This design comes from an exercise in tuning for small area, a short achievable clock period and few clock cycles per item on the open sky130 flow, not from production work.
The RTL was checked by simulation tests, not by an equivalence proof against the original design.
The clock input has no modelled driver; a real chip could not lean on it and would need a root buffer or a full tree.

==> inputs of run D <==
==> flow/design.v <==
package bytedecode_pkg;
	function automatic logic [3:0] width_therm(logic [3:0] l);
		case (l)
			4'd11:   width_therm = 4'b1111;
			4'd12:   width_therm = 4'b1110;
			4'd5:    width_therm = 4'b1100;
			4'd10:   width_therm = 4'b1000;
			default: width_therm = 4'b0000;
		endcase
	endfunction
endpackage
`timescale 1ns/10ps
module bytedecode_top (
	input  logic					i_clk,
	input  logic					i_rstn,
	input  logic [64-1:0]	i_ibytes,
	input  logic					i_ibytes_valid,
	output logic					o_ibytes_ready,
	input  logic [3:0]				i_l,
	output logic [64-1:0]	o_coeffs,
	output logic					o_coeffs_valid,
	output logic					o_done
);
	logic [63:0]	a_q;
	logic			va_q;
	logic [3:0]		ta_q;			 
	logic			la_q;			 
	logic [5:0]		p_q;
	logic [5:0]		cnt_q;			 
	logic			ready_q;		 
	logic			pge_q, pgt_q;
	logic [5:0]		thr;
	logic			emit, lastbeat, amove, load;
	assign thr      = ta_q[0] ? 6'd9 : (ta_q[3] ? 6'd4 : 6'd0);
	assign emit     = va_q & (la_q | ~pgt_q | i_ibytes_valid);
	assign lastbeat = la_q & pge_q;
	assign amove    = ~va_q | (emit & pge_q);
	assign load     = i_ibytes_valid & ready_q;
	logic [5:0]		p_sub, p_move, p_stay;
	logic [3:0]		t_in;
	logic			in_last;
	logic			ge_move, gt_move, ge_stay, gt_stay;
	assign p_sub  = p_q - thr;
	assign p_move = ~va_q ? p_q : (la_q ? 6'd0 : p_sub);
	assign p_stay = pge_q ? p_q : p_sub;
	assign t_in    = bytedecode_pkg::width_therm(i_l);
	assign in_last = (cnt_q == 6'd1);
	always_comb begin
		if (t_in[0]) begin
			ge_move = (p_move >= 6'd9);
			gt_move = (p_move >  6'd9);
		end else if (t_in[3]) begin
			ge_move = (p_move >= 6'd4);
			gt_move = (p_move >  6'd4);
		end else begin
			ge_move = 1'b1;
			gt_move = (p_move != 6'd0);
		end
		ge_stay = (p_stay >= thr);
		gt_stay = (p_stay >  thr);
	end
	always_ff @(posedge i_clk or negedge i_rstn) begin
		if (!i_rstn) begin
			va_q  <= 1'b0;
			p_q   <= '0;
			cnt_q <= '0;
		end else begin
			if (amove) begin
				va_q <= load;
				p_q  <= p_move;
			end else begin
				p_q  <= p_stay;
			end
			if (load) begin
				if (cnt_q == 6'd0) begin
					cnt_q <= {i_l - 4'd1, 2'b11};
				end else begin
					cnt_q <= cnt_q - 1'b1;
				end
			end
		end
	end
	always_ff @(posedge i_clk) begin
		if (amove) begin
			a_q     <= i_ibytes;
			ta_q    <= t_in;
			la_q    <= in_last;
			pge_q   <= ge_move;
			pgt_q   <= gt_move;
			ready_q <= ~load | ge_move;
		end else begin
			pge_q   <= ge_stay;
			pgt_q   <= gt_stay;
			ready_q <= ge_stay;
		end
	end
	logic [127:0]	cat;
	logic [87:0]	l5;
	logic [71:0]	l4;
	logic [63:0]	l3;
	logic [59:0]	sh4;
	logic [56:0]	l1;
	logic [54:0]	sh;
	logic [63:0]	win;
	logic			m11, m12, m20, m40, m55, m60;
	assign cat = {i_ibytes, a_q};
	assign l5  = p_q[5] ? cat[119:32] : cat[87:0];
	assign l4  = p_q[4] ? l5[87:16]   : l5[71:0];
	assign l3  = p_q[3] ? l4[71:8]    : l4[63:0];
	assign sh4 = p_q[2] ? l3[63:4]    : l3[59:0];
	assign l1  = p_q[1] ? sh4[58:2]   : sh4[56:0];
	assign sh  = p_q[0] ? l1[55:1]    : l1[54:0];
	assign m11 = ~(lastbeat & ta_q[0]);
	assign m12 = ~(lastbeat & ta_q[1]);
	assign m20 = ~(lastbeat & ta_q[2]);
	assign m40 = ~(lastbeat & ta_q[3]);
	assign m55 = ~ta_q[0] & m40;
	assign m60 = ~ta_q[3];
	assign win = {a_q[63:60] & {4{m60}},
	              sh4[59:55] & {5{m55}},
	              sh[54:40]  & {15{m40}},
	              sh[39:20]  & {20{m20}},
	              sh[19:12]  & {8{m12}},
	              sh[11]     & m11,
	              sh[10:0]};
	always_ff @(posedge i_clk) begin
		o_coeffs <= win;
	end
	always_ff @(posedge i_clk) begin
		o_coeffs_valid <= emit;
		o_done         <= va_q & lastbeat;
	end
	assign o_ibytes_ready = ready_q;
endmodule
==> flow/flow/run.sh <==
#!/bin/bash
# Standard ORFS layout with these changes:
#  - timing repair aims at a tighter setup margin than the clock period asks
#  - the smallest buffer on the ports
#  - the clock tree is built by flow/manual_cts.tcl (the clock port drives
#    one clkbuf_16, which drives 8 clkbuf_16 leaves, each clocking an equal
#    share of the registers) in place of TritonCTS; the rest of the CTS step
#    (legalization, setup and hold repair) runs as usual
set -euo pipefail
rm -rf scripts_copy
cp -r "$FLOW_HOME/scripts" scripts_copy
python3 - "$PWD/flow/manual_cts.tcl" <<'PY'
import sys
p = 'scripts_copy/cts.tcl'
s = open(p).read()
old = 'log_cmd clock_tree_synthesis {*}$cts_args'
assert old in s
s = s.replace(old, 'source %s\nmanual_cts i_clk 8 sky130_fd_sc_hd__clkbuf_16\nset_propagated_clock [all_clocks]' % sys.argv[1])
open(p, 'w').write(s)
PY
bash standard.sh SCRIPTS_DIR="$PWD/scripts_copy" SETUP_SLACK_MARGIN=7.3 \
	"BUFFER_PORTS_ARGS=-buffer_cell sky130_fd_sc_hd__buf_1" \
	finish > flow_make.log 2>&1
==> flow/flow/manual_cts.tcl <==
# Two-level clock tree built by hand: the clock port drives one root
# clkbuf_16, which drives NLEAF clkbuf_16 leaf buffers; the register clock
# pins are split into NLEAF groups of equal size by recursive bisection of
# their locations (x first, then y), and each leaf buffer sits at its
# group's centroid. Placement is legalized afterwards by the caller.
proc mcts_split { items n axis } {
  # items: list of {iterm x y}; returns n lists of near-equal size
  if { $n <= 1 } { return [list $items] }
  set idx [expr { $axis == 0 ? 1 : 2 }]
  set sorted [lsort -real -index $idx $items]
  set n1 [expr { $n / 2 }]
  set n2 [expr { $n - $n1 }]
  set k [expr { int(round([llength $sorted] * double($n1) / $n)) }]
  set a [lrange $sorted 0 [expr { $k - 1 }]]
  set b [lrange $sorted $k end]
  set nax [expr { 1 - $axis }]
  return [concat [mcts_split $a $n1 $nax] [mcts_split $b $n2 $nax]]
}

proc manual_cts { clk_port nleaf bufname } {
  set db [ord::get_db]
  set block [ord::get_db_block]
  set master [$db findMaster $bufname]
  set clk_net [$block findNet $clk_port]
  set items {}
  foreach it [$clk_net getITerms] {
    set inst [$it getInst]
    set bb [$inst getBBox]
    set x [expr { ([$bb xMin] + [$bb xMax]) / 2 }]
    set y [expr { ([$bb yMin] + [$bb yMax]) / 2 }]
    lappend items [list $it $x $y]
  }
  puts "manual_cts: [llength $items] sinks into $nleaf groups"
  set groups [mcts_split $items $nleaf 0]

  set root [odb::dbInst_create $block $master clkbuf_root]
  set root_net [odb::dbNet_create $block clknet_root]
  $root_net setSigType CLOCK
  [$root findITerm A] connect $clk_net
  [$root findITerm X] connect $root_net

  set k 0
  set sx 0; set sy 0
  foreach g $groups {
    set leaf [odb::dbInst_create $block $master clkbuf_leaf_$k]
    set net [odb::dbNet_create $block clknet_leaf_$k]
    $net setSigType CLOCK
    [$leaf findITerm A] connect $root_net
    [$leaf findITerm X] connect $net
    set gx 0; set gy 0
    foreach item $g {
      lassign $item it x y
      $it disconnect
      $it connect $net
      set gx [expr { $gx + $x }]
      set gy [expr { $gy + $y }]
    }
    set n [llength $g]
    set cx [expr { $gx / $n }]
    set cy [expr { $gy / $n }]
    $leaf setLocation $cx $cy
    $leaf setPlacementStatus PLACED
    puts "manual_cts: leaf $k has $n sinks at ($cx, $cy)"
    set sx [expr { $sx + $cx }]
    set sy [expr { $sy + $cy }]
    incr k
  }
  $root setLocation [expr { $sx / $k }] [expr { $sy / $k }]
  $root setPlacementStatus PLACED
  global_connect
}
==> flow/standard.sh <==
#!/bin/bash
# synth_recipe.tcl (not shown) runs the flow's synth.tcl, then flattens the netlist and writes it again
# the make line also repeats each setting of config.mk as NAME=value (left out here)
make -C /OpenROAD-flow-scripts/flow DESIGN_CONFIG=/design/flow/config.mk WORK_HOME=/design/flow/orfs CLKGATE_MAP_FILE= SYNTH_SCRIPT=/design/flow/synth_recipe.tcl "${@:-finish}"
==> flow/config.mk <==
export PLATFORM = sky130hd
export DESIGN_NAME = bytedecode_top
export DESIGN_NICKNAME = bytedecode_top
export VERILOG_FILES = /design/flow/design.v
export SDC_FILE = /design/flow/constraint.sdc
export NUM_CORES = 4
export LEC_CHECK = 0
export ABC_AREA = 1
export CAP_MARGIN = 20
export CORE_MARGIN = 2
export CORE_UTILIZATION = 40
export PLACE_DENSITY = 0.6
export SLEW_MARGIN = 20
==> flow/constraint.sdc <==
create_clock -name core_clock -period 10.5 [get_ports {i_clk}]
set_input_delay 2.1000 -clock core_clock [delete_from_list [all_inputs] [get_ports {i_clk}]]
set_output_delay 2.1000 -clock core_clock [all_outputs]
set_load 0.01 [all_outputs]
==> run H (differences from run D) <==
==> flow/flow/run.sh (replaced) <==
#!/bin/bash
# Standard ORFS layout with these changes:
#  - synthesis maps logic with ABC's area mapper (flow/abc_area.script, used
#    as ABC_AREA=1 script); registers are mapped as in the standard synthesis
#  - timing repair aims at a tighter setup margin than the clock period asks
#  - the smallest buffer on the ports, and a clock tree of clustered
#    clkbuf_16 buffers
set -euo pipefail
rm -rf scripts_copy
cp -r "$FLOW_HOME/scripts" scripts_copy
cp flow/abc_area.script scripts_copy/abc_area.script
bash standard.sh SCRIPTS_DIR="$PWD/scripts_copy" SETUP_SLACK_MARGIN=7.4 \
	"BUFFER_PORTS_ARGS=-buffer_cell sky130_fd_sc_hd__buf_1" \
	"CTS_ARGS=-sink_clustering_enable -repair_clock_nets -buf_list sky130_fd_sc_hd__clkbuf_16 -sink_clustering_size 30 -sink_clustering_max_diameter 100" \
	finish > flow_make.log 2>&1
==> flow/flow/abc_area.script (new file) <==
strash
dch
amap
topo
stime -c
buffer -c
upsize -c
dnsize -c
removed: flow/flow/manual_cts.tcl
==> run B (differences from run D) <==
==> flow/flow/run.sh (replaced) <==
#!/bin/bash
# Standard ORFS layout, with the timing repair steps asked to reach a
# tighter setup margin than the clock period alone would ask for, the
# smallest buffer on the ports, and a clock tree of large clustered buffers.
set -euo pipefail
bash standard.sh SETUP_SLACK_MARGIN=7.5 \
	"BUFFER_PORTS_ARGS=-buffer_cell sky130_fd_sc_hd__buf_1" \
	"CTS_ARGS=-sink_clustering_enable -repair_clock_nets -buf_list sky130_fd_sc_hd__clkbuf_8 -root_buf sky130_fd_sc_hd__clkbuf_16" \
	finish > flow_make.log 2>&1
removed: flow/flow/manual_cts.tcl
==> run E (differences from run D) <==
--- a/flow/flow/run.sh
+++ b/flow/flow/run.sh
@@ -19,5 +19,5 @@
 open(p, 'w').write(s)
 PY
-bash standard.sh SCRIPTS_DIR="$PWD/scripts_copy" SETUP_SLACK_MARGIN=7.3 \
+bash standard.sh SCRIPTS_DIR="$PWD/scripts_copy" SETUP_SLACK_MARGIN=7.4 \
 	"BUFFER_PORTS_ARGS=-buffer_cell sky130_fd_sc_hd__buf_1" \
 	finish > flow_make.log 2>&1
Settings changed: PLACE_DENSITY 0.6 to 0.8.
==> qor summary <==
                                                                                                         run D                    run E                    run B                    run H
Max transition margin                                                                                    0.412                    0.317                    0.317                    0.358
Simple-gate area share of the yosys netlist                                                              0.395                    0.395                    0.395                   0.0632
Fin nets                                                                                                  1561                     1561                     1578                     1039
Clock-pin slew reported for the worst setup and hold paths after clock tree synthesis                  0.09 ns                  0.08 ns                  0.10 ns                  0.07 ns
Hold depth                                                                                                   2                        2                        2                        1
Final setup slack of the worst path                                                                    7.34 ns                  7.39 ns                  7.45 ns                  7.31 ns
Synth Area in XOR/XNOR                                                                                 0.00274                  0.00274                  0.00274                        0
Inverters                                                                                                   52                       52                       52                       36
First-pass GRT wire length                                                                             47.7 mm                  46.9 mm                  49.5 mm                  38.4 mm
Filler cell count                                                                                         2474                     2316                     2424                     1840
CTS sink cnt                                                                                                 -                        -                      151                      151
Fraction of cell area in non-clock buffers                                                                   -                        -                   0.0771                    0.100
DR vias/cell                                                                                              5.38                     5.55                     5.34                     6.14
Global Route met3 Usage                                                                                 0.0238                   0.0345                   0.0426                   0.0481
Timing endpoint of the critical path                                                              o_coeffs[10]             o_coeffs[42]             o_coeffs[45]             o_coeffs[49]
Endpoint required time on the critical path                                                           10.81 ns                 10.78 ns                 10.84 ns                 10.80 ns
Non-Filler Cell Area, Final                                                                         10800 um^2               11100 um^2               11700 um^2               11000 um^2
Highest-delay cell along the critical path                                                             mux2i_2                 o211ai_1                    or2_1                  a21oi_2
Status                                                                                 complete, no violations  complete, no violations  complete, no violations  complete, no violations
Clock buffer count from CTS                                                                                  -                        -                       17                       17
Testbench counts of run D, summed over its fixed seeds: cycles 11,779, frames 384.
Testbench counts of run H, summed over its fixed seeds: cycles 11,779, frames 384.
Testbench counts of run B, summed over its fixed seeds: cycles 11,779, frames 384.
Testbench counts of run E, summed over its fixed seeds: cycles 11,779, frames 384.
In run D and run E the design's own scripts or RTL, not TritonCTS, make the clock network.

## what the ideal ports hide
No port has a modelled driver above. Below, the same layouts with a new extraction and two added sets of constraints.
Step 1 sets driving cells, clkbuf_16 on the clock port and buf_2 on the other inputs (assumed; they add their load-dependent delay and slew).
Step 2 times the ports against the registers' clock, not the clock port: input delays grow and output delays shrink by t, the midpoint of the rising clock arrivals with the driver on.
Three values: no drivers, after step 1, after step 2; two values: the first two.
run | shift t [ns] | setup slack, ns | latest minus earliest clock arrival (ns) | slew at the worst register clock pin (ns)
run D | 0.422 | 7.342 / 7.362 / 6.939 | 0.016 / 0.015 | 0.09 / 0.09
run H | 0.475 | 7.310 / 7.334 / 6.858 | 0.012 / 0.011 | 0.07 / 0.07
run B | 0.442 | 7.447 / 7.446 / 7.004 | 0.020 / 0.019 | 0.10 / 0.10
run E | 0.437 | 7.389 / 7.400 / 6.963 | 0.014 / 0.014 | 0.09 / 0.09
After both steps every run listed still meets setup and hold. The setup slack of run H, which loses most, moves by +0.024 ns with the drivers and by -0.452 ns with both steps.
